Background: an optimization exercise with open tools, aiming at small area, a short achievable clock period and few clock cycles. Do not read the settings as production practice. In this exercise RTL edits were held to simulation tests only and were not proved equivalent to the original. Power and IR drop assume default switching activity.

==> flow/design.v <==
package axi_bus_pkg;
    typedef logic [31:0] addr_t;
    typedef logic [31:0] data_t;
    typedef logic [3:0]  strb_t;
    typedef logic [3:0]  id_t;
    typedef logic [3:0]  len_t;
    typedef logic [2:0]  size_t;
    typedef logic [1:0]  burst_t;
    typedef logic [1:0]  resp_t;
    typedef logic [6:0]  mem_idx_t;
    localparam int MEM_BYTES = 128;
    localparam size_t MAX_SIZE = 3'd2;
    localparam burst_t BURST_FIXED = 2'd0;
    localparam burst_t BURST_INCR  = 2'd1;
    localparam resp_t RESP_OKAY   = 2'd0;
    localparam resp_t RESP_SLVERR = 2'd2;
    localparam resp_t RESP_DECERR = 2'd3;
endpackage
package slave_state_pkg;
    typedef enum logic [1:0] {
        wr_idle,
        wr_addr,
        wr_data,
        wr_resp
    } wr_state_t;
    typedef enum logic [1:0] {
        rd_idle,
        rd_addr,
        rd_data,
        rd_err
    } rd_state_t;
endpackage
module byte_mem (
    input  logic        clk,
    input  logic        resetn,
    input  logic        wr_en,
    input  logic [6:0]  wr_addr,
    input  logic [4:0]  wr_row1,
    input  logic [31:0] wr_data,
    input  logic [1:0]  wr_sel0,
    input  logic [1:0]  wr_sel1,
    input  logic [1:0]  wr_sel2,
    input  logic [1:0]  wr_sel3,
    input  logic [3:0]  wr_ben,
    input  logic [1:0]  rd_off,
    input  logic [4:0]  rd_row0,
    input  logic [4:0]  rd_row1,
    input  logic [4:0]  rd_row2,
    input  logic [4:0]  rd_row3,
    output logic [31:0] rd_data
);
    logic [1:0] wr_off;
    logic [4:0] wr_row;
    logic [1:0] bank_sel [4];
    logic [4:0] bank_wrow [4];
    logic [7:0] bank_wd [4];
    logic [4:0] bank_rrow [4];
    logic [7:0] bank_q [4];
    logic       init;
    always_ff @(posedge clk)
        init <= !resetn;
    assign wr_off = wr_addr[1:0];
    assign wr_row = wr_addr[6:2];
    assign bank_sel[0] = wr_sel0;
    assign bank_sel[1] = wr_sel1;
    assign bank_sel[2] = wr_sel2;
    assign bank_sel[3] = wr_sel3;
    assign bank_rrow[0] = rd_row0;
    assign bank_rrow[1] = rd_row1;
    assign bank_rrow[2] = rd_row2;
    assign bank_rrow[3] = rd_row3;
    always_comb begin
        for (int b = 0; b < 4; b++) begin
            bank_wd[b]   = wr_data[8*bank_sel[b] +: 8];
            bank_wrow[b] = (2'(b) < wr_off) ? wr_row1 : wr_row;
        end
    end
    for (genvar b = 0; b < 4; b++) begin : g_bank
        logic [255:0] rows;
        logic [7:0]   wd_one;
        logic [7:0]   wd_zero;
        logic         we;
        assign wd_one  = bank_wd[b] | {8{init}};
        assign wd_zero = bank_wd[b] & {8{!init}};
        assign we      = wr_en && wr_ben[b];
        for (genvar r = 0; r < 32; r++) begin : g_row
            localparam logic [7:0] INIT = 8'(4 * r + b);
            logic       en;
            logic [7:0] d;
            assign en = init || (we && bank_wrow[b] == 5'(r));
            for (genvar j = 0; j < 8; j++) begin : g_bit
                assign d[j] = INIT[j] ? wd_one[j] : wd_zero[j];
            end
            always_ff @(posedge clk) begin
                if (en)
                    rows[8*r +: 8] <= d;
            end
        end
        logic [31:0] rsel;
        always_comb begin
            for (int r = 0; r < 32; r++)
                rsel[r] = (bank_rrow[b] == 5'(r));
        end
        row_sel u_sel (
            .rows (rows),
            .sel  (rsel),
            .q    (bank_q[b])
        );
    end
    always_comb begin
        for (int k = 0; k < 4; k++)
            rd_data[8*k +: 8] = bank_q[2'(k) + rd_off];
    end
endmodule
module row_sel (
    input  logic [255:0] rows,
    input  logic [31:0]  sel,
    output logic [7:0]   q
);
    always_comb begin
        q = '0;
        for (int r = 0; r < 32; r++)
            q = q | (rows[8*r +: 8] & {8{sel[r]}});
    end
endmodule
module axi_mem_slave (
    input  logic                 clk,
    input  logic                 resetn,
    input  logic                 awvalid,
    input  axi_bus_pkg::id_t     awid,
    input  axi_bus_pkg::addr_t   awaddr,
    input  axi_bus_pkg::len_t    awlen,
    input  axi_bus_pkg::size_t   awsize,
    input  axi_bus_pkg::burst_t  awburst,
    output logic                 awready,
    input  logic                 wvalid,
    input  axi_bus_pkg::data_t   wdata,
    input  axi_bus_pkg::id_t     wid,
    input  axi_bus_pkg::strb_t   wstrb,
    input  logic                 wlast,
    output logic                 wready,
    input  logic                 bready,
    output logic                 bvalid,
    output axi_bus_pkg::resp_t   bresp,
    output axi_bus_pkg::id_t     bid,
    input  logic                 arvalid,
    input  axi_bus_pkg::id_t     arid,
    input  axi_bus_pkg::addr_t   araddr,
    input  axi_bus_pkg::len_t    arlen,
    input  axi_bus_pkg::size_t   arsize,
    input  axi_bus_pkg::burst_t  arburst,
    output logic                 arready,
    input  logic                 rready,
    output logic                 rvalid,
    output axi_bus_pkg::data_t   rdata,
    output logic                 rlast,
    output axi_bus_pkg::resp_t   rresp,
    output axi_bus_pkg::id_t     rid
);
    function automatic axi_bus_pkg::resp_t req_resp(axi_bus_pkg::addr_t addr, axi_bus_pkg::size_t size);
        if (addr >= axi_bus_pkg::MEM_BYTES)
            req_resp = axi_bus_pkg::RESP_SLVERR;
        else if (size > axi_bus_pkg::MAX_SIZE)
            req_resp = axi_bus_pkg::RESP_DECERR;
        else
            req_resp = axi_bus_pkg::RESP_OKAY;
    endfunction
    logic        aw_wait, aw_busy, awready_q;
    logic        wready_q, w_stall, wready_o;
    logic        bvalid_q, b_idle, bvalid_o;
    logic        w_err;
    logic [3:0]  w_len;
    logic [3:0]  w_num;
    logic        w_fixed;
    axi_bus_pkg::resp_t bresp_q;
    axi_bus_pkg::id_t   bid_q;
    logic        pend_valid;
    logic [31:0] pend_data;
    logic [3:0]  pend_strb;
    logic [6:0]  pend_addr;
    logic [4:0]  pend_row1;
    logic [1:0]  pend_sel [4];
    logic [3:0]  pend_ben;
    logic hs_aw, hs_w, hs_b;
    logic w_done;
    logic mem_wr_en;
    logic [6:0]  w_next;
    logic [6:0]  w_addr;
    logic [1:0]  w_off;
    logic [3:0]  w_strb;
    logic [1:0]  w_sel [4];
    logic [3:0]  w_ben;
    assign aw_wait  = !aw_busy;
    assign wready_q = !w_stall;
    assign bvalid_q = !b_idle;
    assign hs_aw = awvalid && aw_wait;
    assign hs_w  = wvalid && wready_q;
    assign hs_b  = bvalid_q && bready;
    assign w_done = (hs_w && (aw_wait ? (hs_aw && awlen == 4'd0) : (w_len == w_num)))
                 || (hs_aw && !hs_w && pend_valid && awlen == 4'd0);
    always_ff @(posedge clk) begin
        if (!resetn) begin
            aw_busy    <= 1'b0;
            awready_q  <= 1'b1;
            w_stall    <= 1'b0;
            wready_o   <= 1'b1;
            b_idle     <= 1'b1;
            bvalid_o   <= 1'b0;
            w_num      <= '0;
            pend_valid <= 1'b0;
        end else begin
            logic aw_wait_n, bvalid_n, pend_valid_n, wready_n;
            aw_wait_n    = hs_b || (aw_wait && !hs_aw);
            bvalid_n     = w_done || (bvalid_q && !bready);
            pend_valid_n = hs_w || (pend_valid && aw_wait);
            wready_n     = !bvalid_n && !(aw_wait_n && pend_valid_n);
            aw_busy    <= !aw_wait_n;
            awready_q  <= aw_wait_n;
            b_idle     <= !bvalid_n;
            bvalid_o   <= bvalid_n;
            w_stall    <= !wready_n;
            wready_o   <= wready_n;
            pend_valid <= pend_valid_n;
            w_num      <= hs_b ? 4'd0 : w_num + 4'(hs_w);
        end
    end
    always_ff @(posedge clk) begin
        if (aw_wait) begin
            w_len   <= awlen;
            w_fixed <= (awburst == axi_bus_pkg::BURST_FIXED);
            w_err   <= (req_resp(awaddr, awsize) != axi_bus_pkg::RESP_OKAY);
            bresp_q <= req_resp(awaddr, awsize);
            bid_q   <= awid;
        end
    end
    assign w_next = pend_addr + (w_fixed ? 7'd0 : 7'($countones(pend_strb)));
    assign w_addr = aw_wait ? awaddr[6:0] : w_next;
    logic [1:0] pend_cnt4;
    always_comb begin
        case (pend_strb)
            4'b0000, 4'b1111:                   pend_cnt4 = 2'd0;
            4'b0001, 4'b0010, 4'b0100, 4'b1000: pend_cnt4 = 2'd1;
            4'b0111, 4'b1011, 4'b1101, 4'b1110: pend_cnt4 = 2'd3;
            default:                            pend_cnt4 = 2'd2;
        endcase
    end
    assign w_off = aw_wait ? awaddr[1:0]
                           : pend_addr[1:0] + (w_fixed ? 2'd0 : pend_cnt4);
    function automatic logic [11:0] slots(logic [3:0] strb);
        logic [7:0] lane;
        logic [3:0] en;
        case (strb)
            4'b0000: begin lane = 8'b00_00_00_00; en = 4'b0000; end
            4'b0001: begin lane = 8'b00_00_00_00; en = 4'b0001; end
            4'b0010: begin lane = 8'b00_00_00_01; en = 4'b0001; end
            4'b0011: begin lane = 8'b00_00_01_00; en = 4'b0011; end
            4'b0100: begin lane = 8'b00_00_00_10; en = 4'b0001; end
            4'b0101: begin lane = 8'b00_00_10_00; en = 4'b0011; end
            4'b0110: begin lane = 8'b00_00_10_01; en = 4'b0011; end
            4'b0111: begin lane = 8'b00_10_01_00; en = 4'b0111; end
            4'b1000: begin lane = 8'b00_00_00_11; en = 4'b0001; end
            4'b1001: begin lane = 8'b00_00_11_00; en = 4'b0011; end
            4'b1010: begin lane = 8'b00_00_11_01; en = 4'b0011; end
            4'b1011: begin lane = 8'b00_11_01_00; en = 4'b0111; end
            4'b1100: begin lane = 8'b00_00_11_10; en = 4'b0011; end
            4'b1101: begin lane = 8'b00_11_10_00; en = 4'b0111; end
            4'b1110: begin lane = 8'b00_11_10_01; en = 4'b0111; end
            default: begin lane = 8'b11_10_01_00; en = 4'b1111; end
        endcase
        slots = {en, lane};
    endfunction
    assign w_strb = (pend_valid && aw_wait) ? pend_strb : wstrb;
    always_comb begin
        logic [11:0] sl;
        sl = slots(w_strb);
        for (int b = 0; b < 4; b++) begin
            w_sel[b] = sl[2*2'(2'(b) - w_off) +: 2];
            w_ben[b] = sl[8 + 2'(2'(b) - w_off)];
        end
    end
    always_ff @(posedge clk) begin
        if (!(pend_valid && aw_wait))
            pend_data <= wdata;
        if (hs_w)
            pend_strb <= wstrb;
        else if (aw_wait && !pend_valid)
            pend_strb <= '0;
        if (aw_wait || hs_w) begin
            pend_addr <= w_addr;
            pend_row1 <= w_addr[6:2] + 5'd1;
        end
        pend_ben <= w_ben;
        for (int b = 0; b < 4; b++)
            pend_sel[b] <= w_sel[b];
    end
    assign mem_wr_en = pend_valid && !aw_wait && !w_err;
    assign awready = awready_q;
    assign wready  = wready_o;
    assign bvalid  = bvalid_o;
    assign bresp   = bresp_q;
    assign bid     = bid_q;
    logic        ar_wait, ar_busy, arready_q;
    logic        rvalid_q, r_idle, rvalid_o;
    logic        rlast_q, r_more, rlast_o;
    logic        r_first;
    logic [6:0]  r_addr;
    logic [4:0]  r_row [4];
    logic [6:0]  r_addr_n;
    logic        r_fixed;
    logic [3:0]  r_mask;
    logic [3:0]  r_cnt;
    axi_bus_pkg::resp_t rresp_q;
    axi_bus_pkg::id_t   rid_q;
    logic [31:0] rdata_q;
    logic [31:0] mem_word;
    logic hs_ar, hs_r, fetch;
    axi_bus_pkg::resp_t ar_resp;
    logic [2:0]  r_step;
    assign ar_wait  = !ar_busy;
    assign rvalid_q = !r_idle;
    assign rlast_q  = !r_more;
    assign hs_ar = arvalid && ar_wait;
    assign hs_r  = rvalid_q && rready;
    assign fetch = r_first || (hs_r && !rlast_q);
    assign ar_resp = req_resp(araddr, arsize);
    assign r_step = r_mask[2] ? 3'd4 : (r_mask[1] ? 3'd2 : 3'd1);
    always_ff @(posedge clk) begin
        if (!resetn) begin
            ar_busy   <= 1'b0;
            arready_q <= 1'b1;
            r_idle    <= 1'b1;
            rvalid_o  <= 1'b0;
            r_first   <= 1'b0;
        end else begin
            logic ar_wait_n, rvalid_n;
            ar_wait_n = (ar_wait && !arvalid) || (hs_r && rlast_q);
            rvalid_n  = fetch || (rvalid_q && !hs_r);
            ar_busy   <= !ar_wait_n;
            arready_q <= ar_wait_n;
            r_idle    <= !rvalid_n;
            rvalid_o  <= rvalid_n;
            r_first   <= hs_ar;
        end
    end
    assign r_addr_n = ar_wait ? araddr[6:0] : r_addr + 7'(r_step);
    always_ff @(posedge clk) begin
        if (ar_wait || (fetch && !r_fixed)) begin
            r_addr <= r_addr_n;
            for (int b = 0; b < 4; b++)
                r_row[b] <= 5'((r_addr_n + 7'(3 - b)) >> 2);
        end
    end
    always_ff @(posedge clk) begin
        if (ar_wait) begin
            r_fixed <= (arburst == axi_bus_pkg::BURST_FIXED);
            r_cnt   <= arlen;
            rresp_q <= ar_resp;
            rid_q   <= arid;
            r_mask  <= (ar_resp != axi_bus_pkg::RESP_OKAY) ? 4'b0000 :
                       (arsize[1] ? 4'b1111 : (arsize[0] ? 4'b0011 : 4'b0001));
        end else if (fetch) begin
            r_cnt <= r_cnt - 4'd1;
        end
    end
    always_ff @(posedge clk) begin
        if (fetch) begin
            r_more  <= !((r_cnt == 4'd0) || !r_mask[0]);
            rlast_o <= (r_cnt == 4'd0) || !r_mask[0];
            for (int k = 0; k < 4; k++)
                rdata_q[8*k +: 8] <= mem_word[8*k +: 8] & {8{r_mask[k]}};
        end
    end
    assign arready = arready_q;
    assign rvalid  = rvalid_o;
    assign rdata   = rdata_q;
    assign rlast   = rlast_o;
    assign rresp   = rresp_q;
    assign rid     = rid_q;
    byte_mem mem (
        .clk     (clk),
        .resetn  (resetn),
        .wr_en   (mem_wr_en),
        .wr_addr (pend_addr),
        .wr_row1 (pend_row1),
        .wr_data (pend_data),
        .wr_sel0 (pend_sel[0]),
        .wr_sel1 (pend_sel[1]),
        .wr_sel2 (pend_sel[2]),
        .wr_sel3 (pend_sel[3]),
        .wr_ben  (pend_ben),
        .rd_off  (r_addr[1:0]),
        .rd_row0 (r_row[0]),
        .rd_row1 (r_row[1]),
        .rd_row2 (r_row[2]),
        .rd_row3 (r_row[3]),
        .rd_data (mem_word)
    );
endmodule
==> flow/flow/run.sh <==
#!/bin/bash
# The standard layout (standard.sh, unchanged ORFS steps) with these settings:
#  - port buffers of buf_2 instead of the resizer's default pick (a slow delay cell)
#  - clock tree of clkbuf_16 with sink clusters of up to 30 flip-flops
#  - repair_timing aims for 6.8 ns of setup slack at the design's 10 ns clock
#  - the resizer may change a cell for one of another footprint
# ORFS writes each step's log under orfs/logs; make's own output goes to standard_run.log.
set -euo pipefail
bash standard.sh \
  "BUFFER_PORTS_ARGS=-buffer_cell sky130_fd_sc_hd__buf_2" \
  CTS_CLUSTER_SIZE=30 CTS_CLUSTER_DIAMETER=80 \
  "CTS_BUF_LIST=sky130_fd_sc_hd__clkbuf_16" \
  SETUP_SLACK_MARGIN=6.8 MATCH_CELL_FOOTPRINT=0 \
  finish > standard_run.log 2>&1
==> flow/standard.sh <==
#!/bin/bash
# synth_recipe.tcl (not shown) runs the flow's synth.tcl, then flattens the netlist and writes it again
# the make line also repeats each setting of config.mk as NAME=value (left out here)
make -C /OpenROAD-flow-scripts/flow DESIGN_CONFIG=/design/flow/config.mk WORK_HOME=/design/flow/orfs CLKGATE_MAP_FILE= SYNTH_SCRIPT=/design/flow/synth_recipe.tcl "${@:-finish}"
==> flow/config.mk <==
export PLATFORM = sky130hd
export DESIGN_NAME = axi_mem_slave
export DESIGN_NICKNAME = axi_mem_slave
export VERILOG_FILES = /design/flow/design.v
export SDC_FILE = /design/flow/constraint.sdc
export NUM_CORES = 4
export LEC_CHECK = 0
export CAP_MARGIN = 20
export CORE_MARGIN = 2
export CORE_UTILIZATION = 65
export SLEW_MARGIN = 20
export SYNTH_HIERARCHICAL = 1
export SYNTH_MINIMUM_KEEP_SIZE = 0
==> flow/constraint.sdc <==
create_clock -name core_clock -period 10.0 [get_ports {clk}]
set_input_delay 2.0000 -clock core_clock [delete_from_list [all_inputs] [get_ports {clk}]]
set_output_delay 2.0000 -clock core_clock [all_outputs]
set_load 0.01 [all_outputs]
==> flow_summary.toml, run 1 <==
[run_status]
status = "complete, no violations"

[setup_path]
timing.rr.start = "r_row[2][4]$_DFFE_PP_"
cp.required_ns = 8.00
cpMaxStageDelayCell = "edfxtp_1"
crit_type = "register to output port"
path_delay_family = "flip-flops"
cp_cell_sequence = "buf_2"
critPathLaunchType = "register"
crit_start = "w_err$_DFFE_PN_"
path_buf_inv = 1
slowest_delay_ns = 0.45
cp.arrival_ns = 1.26
cp_max_fo = 2
end_kind = "output port"

[synthesis]
yosys-top-cells-area = "edfxtp_1 72%, a22oi_1 8.0%, mux4_2 3.0%, nand4_1 1.7%, nor2_1 1.5%"
async_reset_ff_frac = 0
netlist.area_leader.share = 0.719
syn_inst = 2998
yosys.area.top_type = "edfxtp_1"
synth_edf_count = 1153
syn_avg_cell_area_um2 = 16.1
yosysMostFrequentCell = "edfxtp_1"
syn_area_mm2 = 0.0482
yosys.cell_types.count = 75
ys_seq_elements = 1184
yosysWarnings = 24
synth_fp_nets = 3162
ys_seq_area_frac = 0.732
synth_common_cells = "1153 x edfxtp_1, 513 x a22oi_1, 189 x nor2_1, 133 x nand4_1, 84 x a21o_1"
synthFlopType = "edfxtp_1"

[clock_network]
cts.sinks = 1184
cts.htree.levels = 2
tritoncts = "yes"
numCtsBuffers = 47
max-clock-path-buffers = 3
insertion_delay_ns = 0.64
clockRootBuffer = "clkbuf_16"
hold_buffers = 0
clk_pin_slew_ns = 0.11

[route]
wl_per_cell_um = 29.8
ant_nets = 0
vias_per_cell = 7.00
drt_iter0_drc = 4259
drcViolationCount = 0
wirelength_mm = 122
vias = 28702
drt_pre_antenna_iters = 7

[sta]
clock_skew_ns = 0.0212
hold_viol = 0
worst_pin_slew_ns = 1.23
tns_ns = 0
finalSetupViolations = 0
post-route-period-util = 0.326
rsz0062_at_grt = "true"
drv_slew = 0
layout_setup_ws_ns = 6.74
period_needed_ns = 3.26
fmax_mhz = 307
slew_headroom = 0.179

[floorplan]
dieArea_mm2 = 0.0763
dieHeight_um = 276
fp-row-count = 99
io_pins = 188
fp.coreArea_mm2 = 0.0732
initial_core_util = 0.658
fp.dieW_um = 276

[grt]
grt_pass1_vias = 27139
track_usage = 0.314
grt_pass1_wl_mm = 177
grt_max_degree = 96
grt_overflow = 0
antenna_found_initial = 1

[placed_design]
dp_slack_ns = 6.27
dp_cells = 3972
hpwl_mm = 84.9
gp_congestion = 0.941
port_buffers = 182
placed_area_mm2 = 0.0496

[worst_hold_path]
hold_class = "register to register"
hold_start = "w_num[3]$_SDFF_PP0_"

[cells_and_area]
final-instance-count-excl-fill = 4098
layout-drive-gt1-share = 0.191
fin_util = 0.709
num_antenna_cells = 0
synthToLayoutAreaGrowth_pct = 7.85
design_area_mm2 = 0.0519
final_nets = 3277

[flow_run]
drv_cap = 0

[power]
power_density_mw_per_mm2 = 227
peakVddDrop_mv = 0.163
power_leakage_uw = 0.0174
## modules after synthesis (local to each module, per instance)
module         cells inside  copies in the design
axi_mem_slave           556                     1
byte_mem               1642                     1
row_sel                 200                     4
## registers in the layout, summed over array words and instances, names as in the netlist, 4 cells and up
signal	cells
w_num	4
pend_sel	8
w_len	4
pend_strb	4
pend_row1	5
bid_q	4
pend_data	32
pend_addr	7
mem.g_bank.rows	1024
r_cnt	4
pend_ben	4
rdata_q	32
r_row	15
rid_q	4
r_addr	7
## cells by family after synthesis
group,after synthesis,share of synthesized area
flops,1184,0.732
simple gates,654,0.0744
mux,89,0.0357
compound gates,768,0.118
xor+xnor,39,0.00709
buf+inv,238,0.0258
fa+ha+maj,26,0.00722
## cell type report
type                            count  area [um^2]
Timing Repair Buffer              271         1600
Clock inverter                     26          218
Inverter                           33          133
Clock buffer                       49         1230
Fill cell                        4738        21300
Sequential cell                  1184        35300
Tap cell                          959         1200
Multi-Input combinational cell   1576        12300
## per-layer routing
layer	wire length (um)	GRT usage	vias to the layer above
met5	0	0	-
met1	48800	0.466	14451
met2	56900	0.490	1765
li1	-	-	12258
met4	3820	0.0862	0
met3	12400	0.0528	228
## timing repair
action                                  in CTS  in global routing
setup buffers                                7                 44
resized for setup                           45                 99
cloned                                       0                  0
pin swaps                                    8                 26
endpoints found under the setup margin     338                150
## power by group
part,switching (uW),internal (uW)
registers,358,6520
logic,1650,844
clock network,1430,987
total,3440,8350
## worst register-to-register path, delay by kind of cell (launching register included)
kind               cells  cell delay [ns]
and+or+nand+nor        5             1.57
AOI/OAI and AO/OA      1             0.28
muxes                  1             0.52
DFF                    1             0.64
## metrics by stage
step / hold WS, ns / power (uW)
floorplan: 0.498 / 8190
global placement: 0.520 / 9160
detailed placement: 0.521 / 9260
CTS: 0.555 / 11600
global route: 0.597 / 12200
finish: 0.550 / 11800
## final timing paths
check | slack, ns | depth (start not counted) | endpoint
worst max-delay path | 6.74 | 1 | bresp[1]
worst min-delay path | 0.55 | 2 | w_num[3]$_SDFF_PP0_
worst max register to register | 6.76 | 7 | rdata_q[25]$_DFFE_PP_
worst min register to register | 0.55 | 2 | w_num[3]$_SDFF_PP0_
## placed cells by master, fill, tap and decap left out, types with 12 or more instances in the layout
master / n
a21oi_1: 32
o21ai_0: 18
dfxtp_1: 28
nand3_1: 19
xor2_1: 15
buf_2: 184
nor2b_1: 31
o21ai_1: 14
a21o_1: 84
nand4_1: 133
ha_1: 19
a31o_1: 16
mux4_2: 64
and2_1: 41
nor2_2: 26
nand2b_1: 13
xnor2_1: 24
or4_1: 14
o21bai_2: 25
clkbuf_16: 49
edfxtp_1: 1153
nand2_1: 54
nand3b_1: 13
inv_1: 44
a22oi_1: 493
buf_4: 83
or2_1: 28
nor4_1: 12
or4_4: 19
nor2_1: 160
a22oi_2: 24
Testbench counts, summed over its fixed seeds: cycles 32,135.
==> run 2, diff against run 1 <==
--- a/flow/design.v
+++ b/flow/design.v
@@ -35,14 +35,12 @@
     input  logic        resetn,
     input  logic        wr_en,
     input  logic [6:0]  wr_addr,
-    input  logic [4:0]  wr_row1,
     input  logic [31:0] wr_data,
     input  logic [1:0]  wr_sel0,
     input  logic [1:0]  wr_sel1,
     input  logic [1:0]  wr_sel2,
     input  logic [1:0]  wr_sel3,
     input  logic [3:0]  wr_ben,
-    input  logic [1:0]  rd_off,
     input  logic [4:0]  rd_row0,
     input  logic [4:0]  rd_row1,
     input  logic [4:0]  rd_row2,
@@ -72,7 +70,7 @@
     always_comb begin
         for (int b = 0; b < 4; b++) begin
             bank_wd[b]   = wr_data[8*bank_sel[b] +: 8];
-            bank_wrow[b] = (2'(b) < wr_off) ? wr_row1 : wr_row;
+            bank_wrow[b] = wr_row + ((2'(b) < wr_off) ? 5'd1 : 5'd0);
         end
     end
     for (genvar b = 0; b < 4; b++) begin : g_bank
@@ -108,8 +106,8 @@
         );
     end
     always_comb begin
-        for (int k = 0; k < 4; k++)
-            rd_data[8*k +: 8] = bank_q[2'(k) + rd_off];
+        for (int b = 0; b < 4; b++)
+            rd_data[8*b +: 8] = bank_q[b];
     end
 endmodule
 module row_sel (
@@ -178,7 +176,6 @@
     logic [31:0] pend_data;
     logic [3:0]  pend_strb;
     logic [6:0]  pend_addr;
-    logic [4:0]  pend_row1;
     logic [1:0]  pend_sel [4];
     logic [3:0]  pend_ben;
     logic hs_aw, hs_w, hs_b;
@@ -186,6 +183,7 @@
     logic mem_wr_en;
     logic [6:0]  w_next;
     logic [6:0]  w_addr;
+    logic [1:0]  nxt_off;
     logic [1:0]  w_off;
     logic [3:0]  w_strb;
     logic [1:0]  w_sel [4];
@@ -235,17 +233,7 @@
     end
     assign w_next = pend_addr + (w_fixed ? 7'd0 : 7'($countones(pend_strb)));
     assign w_addr = aw_wait ? awaddr[6:0] : w_next;
-    logic [1:0] pend_cnt4;
-    always_comb begin
-        case (pend_strb)
-            4'b0000, 4'b1111:                   pend_cnt4 = 2'd0;
-            4'b0001, 4'b0010, 4'b0100, 4'b1000: pend_cnt4 = 2'd1;
-            4'b0111, 4'b1011, 4'b1101, 4'b1110: pend_cnt4 = 2'd3;
-            default:                            pend_cnt4 = 2'd2;
-        endcase
-    end
-    assign w_off = aw_wait ? awaddr[1:0]
-                           : pend_addr[1:0] + (w_fixed ? 2'd0 : pend_cnt4);
+    assign w_off  = aw_wait ? awaddr[1:0] : nxt_off;
     function automatic logic [11:0] slots(logic [3:0] strb);
         logic [7:0] lane;
         logic [3:0] en;
@@ -285,9 +273,15 @@
             pend_strb <= wstrb;
         else if (aw_wait && !pend_valid)
             pend_strb <= '0;
-        if (aw_wait || hs_w) begin
+        if (aw_wait || hs_w)
             pend_addr <= w_addr;
-            pend_row1 <= w_addr[6:2] + 5'd1;
+        if (aw_wait) begin
+            if ((hs_w || pend_valid) && (awburst != axi_bus_pkg::BURST_FIXED))
+                nxt_off <= awaddr[1:0] + 2'($countones(w_strb));
+            else
+                nxt_off <= awaddr[1:0];
+        end else if (hs_w && !w_fixed) begin
+            nxt_off <= nxt_off + 2'($countones(wstrb));
         end
         pend_ben <= w_ben;
         for (int b = 0; b < 4; b++)
@@ -312,7 +306,9 @@
     axi_bus_pkg::resp_t rresp_q;
     axi_bus_pkg::id_t   rid_q;
     logic [31:0] rdata_q;
-    logic [31:0] mem_word;
+    logic [31:0] bank_word;
+    logic [3:0]  r_lsel [4];
+    logic [3:0]  mask_n;
     logic hs_ar, hs_r, fetch;
     axi_bus_pkg::resp_t ar_resp;
     logic [2:0]  r_step;
@@ -343,11 +339,17 @@
         end
     end
     assign r_addr_n = ar_wait ? araddr[6:0] : r_addr + 7'(r_step);
+    assign mask_n = ar_wait ? ((ar_resp != axi_bus_pkg::RESP_OKAY) ? 4'b0000 :
+                               (arsize[1] ? 4'b1111 : (arsize[0] ? 4'b0011 : 4'b0001)))
+                            : r_mask;
     always_ff @(posedge clk) begin
         if (ar_wait || (fetch && !r_fixed)) begin
             r_addr <= r_addr_n;
             for (int b = 0; b < 4; b++)
                 r_row[b] <= 5'((r_addr_n + 7'(3 - b)) >> 2);
+            for (int k = 0; k < 4; k++)
+                for (int b = 0; b < 4; b++)
+                    r_lsel[k][b] <= mask_n[k] && (2'(b) == 2'(2'(k) + r_addr_n[1:0]));
         end
     end
     always_ff @(posedge clk) begin
@@ -356,8 +358,7 @@
             r_cnt   <= arlen;
             rresp_q <= ar_resp;
             rid_q   <= arid;
-            r_mask  <= (ar_resp != axi_bus_pkg::RESP_OKAY) ? 4'b0000 :
-                       (arsize[1] ? 4'b1111 : (arsize[0] ? 4'b0011 : 4'b0001));
+            r_mask  <= mask_n;
         end else if (fetch) begin
             r_cnt <= r_cnt - 4'd1;
         end
@@ -366,8 +367,13 @@
         if (fetch) begin
             r_more  <= !((r_cnt == 4'd0) || !r_mask[0]);
             rlast_o <= (r_cnt == 4'd0) || !r_mask[0];
-            for (int k = 0; k < 4; k++)
-                rdata_q[8*k +: 8] <= mem_word[8*k +: 8] & {8{r_mask[k]}};
+            for (int k = 0; k < 4; k++) begin
+                logic [7:0] lane;
+                lane = '0;
+                for (int b = 0; b < 4; b++)
+                    lane = lane | (bank_word[8*b +: 8] & {8{r_lsel[k][b]}});
+                rdata_q[8*k +: 8] <= lane;
+            end
         end
     end
     assign arready = arready_q;
@@ -381,18 +387,16 @@
         .resetn  (resetn),
         .wr_en   (mem_wr_en),
         .wr_addr (pend_addr),
-        .wr_row1 (pend_row1),
         .wr_data (pend_data),
         .wr_sel0 (pend_sel[0]),
         .wr_sel1 (pend_sel[1]),
         .wr_sel2 (pend_sel[2]),
         .wr_sel3 (pend_sel[3]),
         .wr_ben  (pend_ben),
-        .rd_off  (r_addr[1:0]),
         .rd_row0 (r_row[0]),
         .rd_row1 (r_row[1]),
         .rd_row2 (r_row[2]),
         .rd_row3 (r_row[3]),
-        .rd_data (mem_word)
+        .rd_data (bank_word)
     );
 endmodule
==> flow/flow/run.sh (replaced) <==
#!/bin/bash
# The standard layout (standard.sh, unchanged ORFS steps) with these settings:
#  - port buffers of buf_2 instead of the resizer's default pick (a slow delay cell)
#  - clock tree of clkbuf_16 with sink clusters of up to 30 flip-flops
#  - repair_timing aims for 6.8 ns of setup slack at the design's 10 ns clock
# ORFS writes each step's log under orfs/logs; make's own output goes to standard_run.log.
set -euo pipefail
bash standard.sh \
  "BUFFER_PORTS_ARGS=-buffer_cell sky130_fd_sc_hd__buf_2" \
  CTS_CLUSTER_SIZE=30 CTS_CLUSTER_DIAMETER=80 \
  "CTS_BUF_LIST=sky130_fd_sc_hd__clkbuf_16" \
  SETUP_SLACK_MARGIN=6.8 \
  finish > standard_run.log 2>&1
--- a/flow/config.mk
+++ b/flow/config.mk
@@ -7,7 +7,7 @@
 export LEC_CHECK = 0
 export CAP_MARGIN = 20
 export CORE_MARGIN = 2
-export CORE_UTILIZATION = 65
+export CORE_UTILIZATION = 55
 export SLEW_MARGIN = 20
 export SYNTH_HIERARCHICAL = 1
 export SYNTH_MINIMUM_KEEP_SIZE = 0
==> run 2 against run 1 <==
Global-route usage is 3.7 points lower; final cell count is 5.8% higher; clock-buffer cell count is 1 higher; cell area is 0.69% lower; critical path depth stayed put; sequential share of layout area is 1.2 points higher; register-to-register slack better by 0.10 ns; hold slack better by 0.016 ns; synthesized cell count is 2.6% higher; via count is 1.4% lower; sequential power is 3% lower; clock skew is 0.0023 ns higher; still clean.
==> flow_summary.toml, run 2 <==
[grt]
track_usage = 0.277
antenna_found_initial = 7
grt_overflow = 0
grt_pass1_wl_mm = 184
grt_pass1_vias = 27598
grt_max_degree = 81

[clock_network]
insertion_delay_ns = 0.64
clk_pin_slew_ns = 0.12
clockRootBuffer = "clkbuf_16"
cts.htree.levels = 2
cts.sinks = 1196
hold_buffers = 0
max-clock-path-buffers = 3
numCtsBuffers = 49
tritoncts = "yes"

[sta]
slew_headroom = 0.353
worst_pin_slew_ns = 0.971
period_needed_ns = 3.35
post-route-period-util = 0.335
clock_skew_ns = 0.0235
finalSetupViolations = 0
hold_viol = 0
drv_slew = 0
rsz0062_at_grt = "true"
tns_ns = 0
fmax_mhz = 299

[setup_path]
critPathLaunchType = "register"
worst-path-stages = 1
cp.arrival_ns = 1.35
end_kind = "output port"
cp_cell_sequence = "buf_6"
cpMaxStageDelayCell = "edfxtp_1"
cp.required_ns = 8.00
r2r_cells = 7
path_delay_family = "flip-flops"
crit_type = "register to output port"
cp_max_fo = 1
slowest_delay_ns = 0.52
path_buf_inv = 1

[cells_and_area]
regMostFlops = "mem.g_bank.rows"
synthToLayoutAreaGrowth_pct = 7.06
top_regs = "mem.g_bank.rows x1024, pend_data x32, rdata_q x32"
final_nets = 3326
fillCellCount = 6655
mostFrequentLayoutCells = "1167 x edfxtp_1, 580 x a22oi_1, 204 x nor2_1"
layout-drive-gt1-share = 0.144
final_common_cell = "edfxtp_1"
largest_reg_flops = 1024

[power]
peakVddDrop_mv = 0.176
power_density_mw_per_mm2 = 217
totalPowerFinal_uw = 11200
power_leakage_uw = 0.0172

[synthesis]
yosys.cell_types.count = 67
syn_inst = 3076
yosysWarnings = 26
ys_seq_elements = 1196
synth_common_cells = "1167 x edfxtp_1, 580 x a22oi_1, 207 x nor2_1, 134 x nand4_1, 121 x nand2_1"
synth_fp_nets = 3245
syn_area_mm2 = 0.0482
yosys.area.top_type = "edfxtp_1"
ys_seq_area_frac = 0.739
synthFlopType = "edfxtp_1"
synth_edf_count = 1167
yosysMostFrequentCell = "edfxtp_1"
netlist.area_leader.share = 0.727
async_reset_ff_frac = 0
syn_avg_cell_area_um2 = 15.7
yosys-top-cells-area = "edfxtp_1 73%, a22oi_1 9.0%, nand4_1 1.7%, nor2_1 1.6%, mux4_2 1.5%"

[flow_run]
drv_cap = 0

[placed_design]
hpwl_mm = 89.1
port_buffers = 182
gp_congestion = 0.916

[floorplan]
fp.coreArea_mm2 = 0.0868
initial_core_util = 0.555
dieHeight_um = 300
io_pins = 188
fp-row-count = 108
dieArea_mm2 = 0.0900
fp.dieW_um = 300

[route]
drt_pre_antenna_iters = 5
wirelength_mm = 126
vias_per_cell = 6.53
wl_per_cell_um = 29.0
ant_nets = 0
drt_iter0_drc = 3186
vias = 28310
drcViolationCount = 0

[run_status]
status = "complete, no violations"

[worst_hold_path]
holdPathStages = 2
hold_class = "register to register"
-- run 2: changes by cell type after synthesis, moves of 12 or more --
cell,delta
a21o_1,-24
a22oi_1,+67
a31o_1,-16
buf_2,-16
edfxtp_1,+14
mux4_2,-32
nand2_1,+60
nor2_1,+18
nor2b_1,-28
o21ai_0,+43
o21ai_1,-12
o21bai_1,-32
or2_1,-29
or2_2,+25
-- run 2: final cells by class --
class / instances / area, um^2 / share of cell area
inverters: 41 / 170 / 0.00330
multi-input cells: 1626 / 11400 / 0.222
flip-flops and latches: 1196 / 35600 / 0.691
clock inverters: 21 / 233 / 0.00451
clock buffers: 50 / 1250 / 0.0243
repair buffers: 243 / 1410 / 0.0272
well taps: 1155 / 1450 / 0.0280
diodes: 3 / 7.51 / 0.000146
-- run 2: per-layer routing --
layer	share of wire	vias up	GRT usage
li1	-	12420	-
met2	0.47	1197	0.446
met5	0.00060	-	0
met3	0.081	159	0.0480
met4	0.023	10	0.0644
met1	0.42	14524	0.399
-- run 2: timing repair --
action | 4_1_cts | 5_1_grt
endpoints found under the setup margin | 120 | 140
setup buffers | 4 | 11
hold endpoints to repair | 0 | 0
pin swaps | 3 | 3
resized for setup | 23 | 27
-- run 2: path summary, 6_finish.rpt --
check | start | end | slack (ns)
worst max-delay path | rresp_q[1]$_DFFE_PN_ | rresp[1] | 6.65
worst max register to register | r_addr[4]$_DFFE_PP_ | rdata_q[2]$_DFFE_PP_ | 6.86
worst min-delay path | w_num[3]$_SDFF_PP0_ | w_num[3]$_SDFF_PP0_ | 0.57
worst min register to register | w_num[3]$_SDFF_PP0_ | w_num[3]$_SDFF_PP0_ | 0.57
-- run 2: per-module statistics from Yosys (local to each module, per instance) --
module,copies in the design,flops+latches,cells,area [um^2]
axi_mem_slave,1,171,673,8030
byte_mem,1,1025,1603,34500
row_sel,4,0,200,1420
-- run 2: cell families (layout without fill, tap and decap cells) --
| kind of cell | Yosys count | count (layout) | synth area share |
|---|---|---|---|
| compound gates | 799 | 799 | 0.121 |
| xor+xnor | 47 | 47 | 0.00901 |
| fa+ha+maj | 31 | 31 | 0.00914 |
| buf+inv | 254 | 355 | 0.0272 |
| flops | 1196 | 1196 | 0.739 |
| mux | 50 | 50 | 0.0193 |
| other cells | 0 | 3 | 0 |
| simple gates | 699 | 699 | 0.0750 |
-- run 2: metrics by stage --
| step | area [um^2] | hold WS (ns) | cells | setup WS (ns) | utilization |
|---|---|---|---|---|---|
| 3_5_place_dp | 49800 | 0.547 | 4246 | 5.81 | 0.574 |
| 6_report | 51600 | 0.566 | 4335 | 6.65 | 0.595 |
| 3_3_place_gp | 49800 | 0.519 | 4244 | 5.80 | 0.574 |
| 5_1_grt | 51600 | 0.590 | 4332 | 6.61 | 0.594 |
| 2_1_floorplan | 48300 | 0.500 | 3076 | 6.12 | - |
| 4_1_cts | 51400 | 0.572 | 4321 | 6.62 | 0.592 |
-- run 2: report_power, final --
group	internal, uW	switching [uW]	total, uW
Sequential	6390	289	6680
Clock	989	1480	2470
Combinational	577	1460	2040
Total	7960	3230	11200
Testbench counts of run 2, summed over its fixed seeds: cycles 32,135.
==> run 3, diff against run 2 <==
--- a/flow/design.v
+++ b/flow/design.v
@@ -183,8 +183,6 @@
     logic mem_wr_en;
     logic [6:0]  w_next;
     logic [6:0]  w_addr;
-    logic [1:0]  nxt_off;
-    logic [1:0]  w_off;
     logic [3:0]  w_strb;
     logic [1:0]  w_sel [4];
     logic [3:0]  w_ben;
@@ -233,7 +231,6 @@
     end
     assign w_next = pend_addr + (w_fixed ? 7'd0 : 7'($countones(pend_strb)));
     assign w_addr = aw_wait ? awaddr[6:0] : w_next;
-    assign w_off  = aw_wait ? awaddr[1:0] : nxt_off;
     function automatic logic [11:0] slots(logic [3:0] strb);
         logic [7:0] lane;
         logic [3:0] en;
@@ -262,8 +259,8 @@
         logic [11:0] sl;
         sl = slots(w_strb);
         for (int b = 0; b < 4; b++) begin
-            w_sel[b] = sl[2*2'(2'(b) - w_off) +: 2];
-            w_ben[b] = sl[8 + 2'(2'(b) - w_off)];
+            w_sel[b] = sl[2*2'(2'(b) - w_addr[1:0]) +: 2];
+            w_ben[b] = sl[8 + 2'(2'(b) - w_addr[1:0])];
         end
     end
     always_ff @(posedge clk) begin
@@ -275,14 +272,6 @@
             pend_strb <= '0;
         if (aw_wait || hs_w)
             pend_addr <= w_addr;
-        if (aw_wait) begin
-            if ((hs_w || pend_valid) && (awburst != axi_bus_pkg::BURST_FIXED))
-                nxt_off <= awaddr[1:0] + 2'($countones(w_strb));
-            else
-                nxt_off <= awaddr[1:0];
-        end else if (hs_w && !w_fixed) begin
-            nxt_off <= nxt_off + 2'($countones(wstrb));
-        end
         pend_ben <= w_ben;
         for (int b = 0; b < 4; b++)
             pend_sel[b] <= w_sel[b];
--- a/flow/config.mk
+++ b/flow/config.mk
@@ -7,7 +7,7 @@
 export LEC_CHECK = 0
 export CAP_MARGIN = 20
 export CORE_MARGIN = 2
-export CORE_UTILIZATION = 55
+export CORE_UTILIZATION = 65
 export SLEW_MARGIN = 20
 export SYNTH_HIERARCHICAL = 1
 export SYNTH_MINIMUM_KEEP_SIZE = 0
==> run 3 against run 2 <==
Still clean on timing, DRC and antenna; sequential power up 3%; register-to-register slack worse by 0.21 ns; via count up 0.94%; clock skew up 0.0015 ns; combinational power up 8%; flip-flop and latch count down 2; clock power down 3%; clock-buffer cell count down 1; synthesized cell count down 1.8%; sequential share of layout area up 0.46 points; fmax down 0.17%; worst setup slack worse by 0.0056 ns.
==> flow_summary.toml, run 3 <==
[run_status]
status = "complete, no violations"

[synthesis]
synth_edf_count = 1165
ys_seq_elements = 1194
yosys.cell_types.count = 78
syn_avg_cell_area_um2 = 15.9
synth_common_cells = "1165 x edfxtp_1, 580 x a22oi_1, 196 x nor2_1, 135 x nand4_1, 111 x nand2_1"
syn_inst = 3020
ys_seq_area_frac = 0.742
async_reset_ff_frac = 0
yosysMostFrequentCell = "edfxtp_1"
syn_area_mm2 = 0.0479
synthFlopType = "edfxtp_1"
netlist.area_leader.share = 0.730
yosys-top-cells-area = "edfxtp_1 73%, a22oi_1 9.1%, nand4_1 1.8%, nor2_1 1.5%, mux4_2 1.5%"
synth_fp_nets = 3185
yosysWarnings = 26
yosys.area.top_type = "edfxtp_1"

[floorplan]
io_pins = 188
fp.coreArea_mm2 = 0.0730
initial_core_util = 0.657
dieHeight_um = 276
fp-row-count = 99
dieArea_mm2 = 0.0759
fp.dieW_um = 276

[sta]
finalSetupViolations = 0
fmax_mhz = 298
period_needed_ns = 3.35
drv_slew = 0
post-route-period-util = 0.335
hold_viol = 0
slew_headroom = 0.280
clock_skew_ns = 0.0250
hold_ws_ns = 0.564
layout_setup_ws_ns = 6.65
tns_ns = 0
rsz0062_at_grt = "true"
worst_pin_slew_ns = 1.08

[clock_network]
tritoncts = "yes"
clk_pin_slew_ns = 0.11
cts.htree.levels = 2
cts.sinks = 1194
numCtsBuffers = 48
hold_buffers = 0
max-clock-path-buffers = 3
insertion_delay_ns = 0.65
clockRootBuffer = "clkbuf_16"

[grt]
antenna_found_initial = 2
grt_overflow = 0
grt_max_degree = 101
grt_pass1_wl_mm = 176
track_usage = 0.319
grt_pass1_vias = 27193

[setup_path]
crit_type = "register to register"
cpMaxStageDelayCell = "fa_1"
cp_max_fo = 6
crit_start = "pend_strb[3]$_SDFFCE_PN0P_"
cp_cell_sequence = "fa_1 -> ha_1 -> nor2b_4 -> ha_4 -> inv_2 -> fa_1 -> o21ai_4 -> buf_4 -> o211a_1 -> a2111oi_4"
cp.arrival_ns = 3.86
end_kind = "register"
path_delay_family = "adder cells"
slowest_delay_ns = 0.59
cp.required_ns = 10.51
path_buf_inv = 2
timing.rr.start = "pend_strb[3]$_SDFFCE_PN0P_"
cpMostUsedCell = "fa_1"
critPathLaunchType = "register"

[power]
power_density_mw_per_mm2 = 224
swShare = 0.293
p_int_uw = 8110
switchingPower_uw = 3360
p_comb_frac = 0.192
p_seq_frac = 0.599
pwr-share-clk = 0.209
power_leakage_uw = 0.0172
peakVddDrop_mv = 0.173

[route]
drt_iter0_drc = 4034
wirelength_mm = 121
wl_per_cell_um = 29.6
vias = 28575
vias_per_cell = 6.97
drt_pre_antenna_iters = 18
drcViolationCount = 0
ant_nets = 0

[cells_and_area]
final_nets = 3273
layout-drive-gt1-share = 0.150
num_antenna_cells = 0
regMostFlops = "mem.g_bank.rows"
final_common_cell = "edfxtp_1"
mostFrequentLayoutCells = "1165 x edfxtp_1, 580 x a22oi_1, 195 x nor2_1"
top_regs = "mem.g_bank.rows x1024, pend_data x32, rdata_q x32"
synthToLayoutAreaGrowth_pct = 6.73
largest_reg_flops = 1024

[worst_hold_path]
hold_class = "register to register"
hold_start = "w_num[3]$_SDFF_PP0_"

[placed_design]
gp_congestion = 0.964
hpwl_mm = 85.0
port_buffers = 182
dp_slack_ns = 5.82

[flow_run]
drv_cap = 0
run 3: changes by cell type in the layout (fill, tap and decap cells not counted), sizes merged, moves of 5 or more:
cell	delta
a21oi	-17
inv	+13
o21ai	-12
nor2	-11
nand2	-9
a31oi	+5
mux2i	+5
nand3	-5
run 3: area by class of cell:
class	count	area, um^2
sequential	1194	35600
fill	4718	21800
multi-input combinational	1584	11400
timing repair buffer	244	1400
clock buffer	49	1230
tap	959	1200
clock inverter	34	228
inverter	36	139
run 3: worst paths after layout:
check                         to  slack, ns  cells after the start
min          w_num[3]$_SDFF_PP0_       0.56                      2
max          pend_ben[0]$_DFF_P_       6.65                     10
min reg2reg  w_num[3]$_SDFF_PP0_       0.56                      2
max reg2reg  pend_ben[0]$_DFF_P_       6.65                     10
run 3: kinds of logic after synthesis:
kind of cell / count (synthesis) / share of synthesized area
AOI/OAI and AO/OA: 783 / 0.121
xor gates and xnor gates: 43 / 0.00801
adders and majority gates: 27 / 0.00752
buffers and inverters: 242 / 0.0265
DFF: 1194 / 0.742
muxes: 57 / 0.0209
and+or+nand+nor: 674 / 0.0738
run 3: routing by layer:
| layer | global-route usage | part of all wire |
|---|---|---|
| met5 | 0.00877 | 0.00097 |
| met4 | 0.0731 | 0.025 |
| met3 | 0.0518 | 0.10 |
| met2 | 0.493 | 0.46 |
| met1 | 0.485 | 0.41 |
run 3: power by group through the flow:
stage,registers [uW],logic (uW),clock network (uW)
floorplan,6810,1270,0
global placement,6940,2030,0
detailed placement,6980,2080,0
CTS,6860,2120,2410
global route,6930,2320,2590
finish,6860,2200,2400
run 3: modules after synthesis (local to each module, per instance):
module | cells | cell area (um^2)
byte_mem | 1603 | 34500
axi_mem_slave | 617 | 7780
row_sel | 200 | 1420
run 3: timing repair:
item                       CTS  global route
pin swaps                    1             9
resized for setup           19            31
setup buffers                5            10
setup endpoints to repair  230           218
run 3: metrics by stage:
step | utilization | instances | total power, uW | instance area, um^2
floorplan | - | 3020 | 8080 | 48100
global placement | 0.677 | 4000 | 8970 | 49400
detailed placement | 0.677 | 4001 | 9070 | 49400
CTS | 0.698 | 4089 | 11400 | 50900
global route | 0.701 | 4100 | 11800 | 51200
finish | 0.701 | 4100 | 11500 | 51200
run 3: worst reg2reg max path, stage by stage, from the launching register on:
cell       delay (ns)
edfxtp_1         0.49
fa_1             0.50
ha_1             0.30
nor2b_4          0.15
ha_4             0.14
inv_2            0.04
fa_1             0.59
o21ai_4          0.10
buf_4            0.18
o211a_1          0.26
a2111oi_4        0.47
Testbench counts of run 3, summed over its fixed seeds: cycles 32,135.
==> run 4, diff against run 3 <==
==> flow/flow/run.sh (replaced) <==
#!/bin/bash
# The standard layout (standard.sh, unchanged ORFS steps) with these settings:
#  - port buffers of buf_2 instead of the resizer's default pick (a slow delay cell)
#  - clock tree of clkbuf_16 with sink clusters of up to 30 flip-flops
#  - repair_timing aims for 6.8 ns of setup slack at the design's 10 ns clock
#  - the resizer may change a cell for one of another footprint
# ORFS writes each step's log under orfs/logs; make's own output goes to standard_run.log.
set -euo pipefail
bash standard.sh \
  "BUFFER_PORTS_ARGS=-buffer_cell sky130_fd_sc_hd__buf_2" \
  CTS_CLUSTER_SIZE=30 CTS_CLUSTER_DIAMETER=80 \
  "CTS_BUF_LIST=sky130_fd_sc_hd__clkbuf_16" \
  SETUP_SLACK_MARGIN=6.8 MATCH_CELL_FOOTPRINT=0 \
  finish > standard_run.log 2>&1
==> run 4 against run 3 <==
Hold slack better by 0.0022 ns; final cell count about the same; combinational power about the same; non-clock buffer count up 4; synthesized cell count unchanged; largest power group unchanged.
==> flow_summary.toml, run 4 <==
[run_status]
status = "complete, no violations"

[placed_design]
placed_area_mm2 = 0.0494
hpwl_mm = 85.2
gp_congestion = 0.942
dp_slack_ns = 6.18
dp_cells = 3999
port_buffers = 182

[power]
switchingPower_uw = 3370
pwr-share-clk = 0.208
power_leakage_uw = 0.0171
swShare = 0.293
p_comb_frac = 0.194
power_density_mw_per_mm2 = 224
p_int_uw = 8120
p_seq_frac = 0.598
peakVddDrop_mv = 0.171

[route]
drt_iter0_drc = 3821
ant_nets = 0
vias_per_cell = 6.98
drt_pre_antenna_iters = 6
wl_per_cell_um = 29.6
vias = 28638
wirelength_mm = 122
drcViolationCount = 0

[grt]
track_usage = 0.319
antenna_found_initial = 2
grt_pass1_vias = 27449
grt_overflow = 0
grt_pass1_wl_mm = 177
grt_max_degree = 81

[synthesis]
yosys.area.top_type = "edfxtp_1"
async_reset_ff_frac = 0
synth_edf_count = 1165
ys_seq_area_frac = 0.742
syn_area_mm2 = 0.0479
netlist.area_leader.share = 0.730
synthFlopType = "edfxtp_1"
ys_seq_elements = 1194
syn_inst = 3020
yosys.cell_types.count = 78
yosys-top-cells-area = "edfxtp_1 73%, a22oi_1 9.1%, nand4_1 1.8%, nor2_1 1.5%, mux4_2 1.5%"
synth_common_cells = "1165 x edfxtp_1, 580 x a22oi_1, 196 x nor2_1, 135 x nand4_1, 111 x nand2_1"
synth_fp_nets = 3185
yosysMostFrequentCell = "edfxtp_1"
yosysWarnings = 26
syn_avg_cell_area_um2 = 15.9

[cells_and_area]
design_area_mm2 = 0.0512
final-instance-count-excl-fill = 4102
seq_area_mm2 = 0.0356
regMostFlops = "mem.g_bank.rows"
top_regs = "mem.g_bank.rows x1024, pend_data x32, rdata_q x32"
final_nets = 3277
layout-drive-gt1-share = 0.149
final_common_cell = "edfxtp_1"
largest_reg_flops = 1024
fillCellCount = 4731
fin_util = 0.701
multi_input_area_mm2 = 0.0114
synthToLayoutAreaGrowth_pct = 6.75
mostFrequentLayoutCells = "1165 x edfxtp_1, 580 x a22oi_1, 193 x nor2_1"

[floorplan]
fp.coreArea_mm2 = 0.0730
fp.dieW_um = 276
dieHeight_um = 276
initial_core_util = 0.657
fp-row-count = 99
dieArea_mm2 = 0.0759
io_pins = 188

[clock_network]
tritoncts = "yes"
insertion_delay_ns = 0.65
numCtsBuffers = 48
cts.htree.levels = 2
cts.sinks = 1194
clockRootBuffer = "clkbuf_16"
max-clock-path-buffers = 3
hold_buffers = 0
clk_pin_slew_ns = 0.12

[worst_hold_path]
holdPathEnd = "w_num[3]$_SDFF_PP0_"
holdPathStages = 2
hold_start = "w_num[3]$_SDFF_PP0_"
hold_class = "register to register"

[setup_path]
cp.arrival_ns = 3.62
cpMaxStageDelayCell = "or4_1"
r2r-end = "rdata_q[17]$_DFFE_PP_"
crit_type = "register to register"
r2r_cells = 7
slowest_delay_ns = 0.71
cpMostUsedCell = "a22oi_1"
cp_max_fo = 12
timing.rr.start = "r_row[3][1]$_DFFE_PP_"
end_kind = "register"
critPathLaunchType = "register"
reg2reg_slack_ns = 6.78
cp_cell_sequence = "nand2b_2 -> nor2_1 -> a22oi_1 -> nand4_1 -> or4_1 -> a22oi_1 -> nand2_1"
cp.required_ns = 10.40

[sta]
worst_pin_slew_ns = 0.958
post-route-period-util = 0.322
clock_skew_ns = 0.0246
layout_setup_ws_ns = 6.78
hold_viol = 0
fmax_mhz = 310
rsz0062_at_grt = "true"
tns_ns = 0
slew_headroom = 0.361
finalSetupViolations = 0
drv_slew = 0
period_needed_ns = 3.22

[flow_run]
drv_cap = 0
run 4: cell counts after synthesis:
Identical to the previous run, type by type.
run 4: per-layer routing:
layer / share of wire / wire length (um) / global-route usage
met4: 0.032 / 3890 / 0.0909
met5: 0.000074 / 9 / 0
met1: 0.41 / 49300 / 0.475
met2: 0.46 / 56400 / 0.496
met3: 0.098 / 11900 / 0.0526
run 4: repair_timing:
item	CTS	global route
gates resized for setup	16	33
pin swaps	0	5
setup endpoints to repair	414	200
buffers inserted	5	15
gates cloned	0	1
run 4: Yosys stat by module (local to each module, per instance):
module / flip-flops and latches / cells / cell area (um^2) / copies in the design
byte_mem: 1025 / 1603 / 34500 / 1
row_sel: 0 / 200 / 1420 / 4
axi_mem_slave: 169 / 617 / 7780 / 1
run 4: area by class of cell:
| class | count | area share |
|---|---|---|
| repair buffers | 248 | 0.0283 |
| clock buffers | 49 | 0.0240 |
| diodes | 2 | 0.0000978 |
| inverters | 36 | 0.00286 |
| flip-flops and latches | 1194 | 0.695 |
| multi-input cells | 1584 | 0.222 |
| well taps | 959 | 0.0235 |
| clock inverters | 30 | 0.00426 |
run 4: worst max-delay path by stage:
| stage | startpoint | end | slack, ns | depth (start not counted) |
|---|---|---|---|---|
| 2_1_floorplan | rready | r_addr[0]$_DFFE_PP_ | 6.70 | 3 |
| 3_3_place_gp | araddr[26] | r_lsel[2][0]$_DFFE_PP_ | 6.22 | 6 |
| 3_5_place_dp | pend_addr[2]$_DFFE_PP_ | mem.g_bank[1].rows[225]$_DFFE_PP_ | 6.18 | 6 |
| 4_1_cts | rresp_q[1]$_DFFE_PN_ | rresp[1] | 6.75 | 1 |
| 5_1_grt | rresp_q[1]$_DFFE_PN_ | rresp[1] | 6.75 | 1 |
| 6_report | r_row[3][1]$_DFFE_PP_ | rdata_q[17]$_DFFE_PP_ | 6.78 | 7 |
run 4: critical path: cells and delay by family (launching register included):
kind	cells	cell delay (ns)
AOI/OAI and AO/OA	2	0.63
DFF	1	0.65
and+or+nand+nor	5	1.67
run 4: per-stage QoR:
stage / hold slack (ns) / power, uW
after floorplan: 0.500 / 8080
after global placement: 0.528 / 8980
after detailed placement: 0.543 / 9080
after CTS: 0.573 / 11400
after global routing: 0.604 / 11900
final: 0.567 / 11500
run 4: power by group through the flow:
stage / sequential, uW / combinational, uW / clock, uW
3_5_place_dp: 6980 / 2100 / 0
2_1_floorplan: 6810 / 1270 / 0
5_1_grt: 6920 / 2350 / 2590
4_1_cts: 6860 / 2120 / 2420
3_3_place_gp: 6940 / 2050 / 0
6_report: 6860 / 2230 / 2390
run 4: cells by family (layout without fill, tap and decap cells):
logic type               count (synthesis)  after routing  synth area share
flip-flops                            1194           1194             0.742
AO/OA/AOI/OAI                          783            783             0.121
AND/OR/NAND/NOR                        674            674            0.0738
buffers and inverters                  242            363            0.0265
multiplexers                            57             57            0.0209
XOR/XNOR                                43             43           0.00801
adder cells (fa/ha/maj)                 27             27           0.00752
other                                    0              2                 0

[re-timing with driven ports]
In the flow no input, the clock included, has a driving cell. The finished layouts below were timed again as built, in two steps. Step 1, drivers: a clkbuf_16 drives clk and a buf_2 each remaining input, both assumed. Step 2 moves the port delays by t, midway between the first and last clock arrival at a register: inputs arrive t later, outputs are due t later. That takes back most of the time a late clock gives input paths. Three values: ideal ports, drivers, drivers and shift; two values: the first two.
run | t (ns) | slack for setup (ns) | worst data-port slew with drivers (ns)
run 1 | 0.704 | 6.742 / 6.669 / 6.253 | 0.08
run 2 | 0.707 | 6.654 / 6.582 / 6.014 | 0.15
run 3 | 0.709 | 6.648 / 6.648 / 6.260 | 0.07
run 4 | 0.702 | 6.777 / 6.732 / 6.247 | 0.07
After both steps setup and hold are still met in every run listed. For run 2, which loses most, drivers alone change the setup slack by -0.072 ns; drivers and shift together by -0.640 ns.
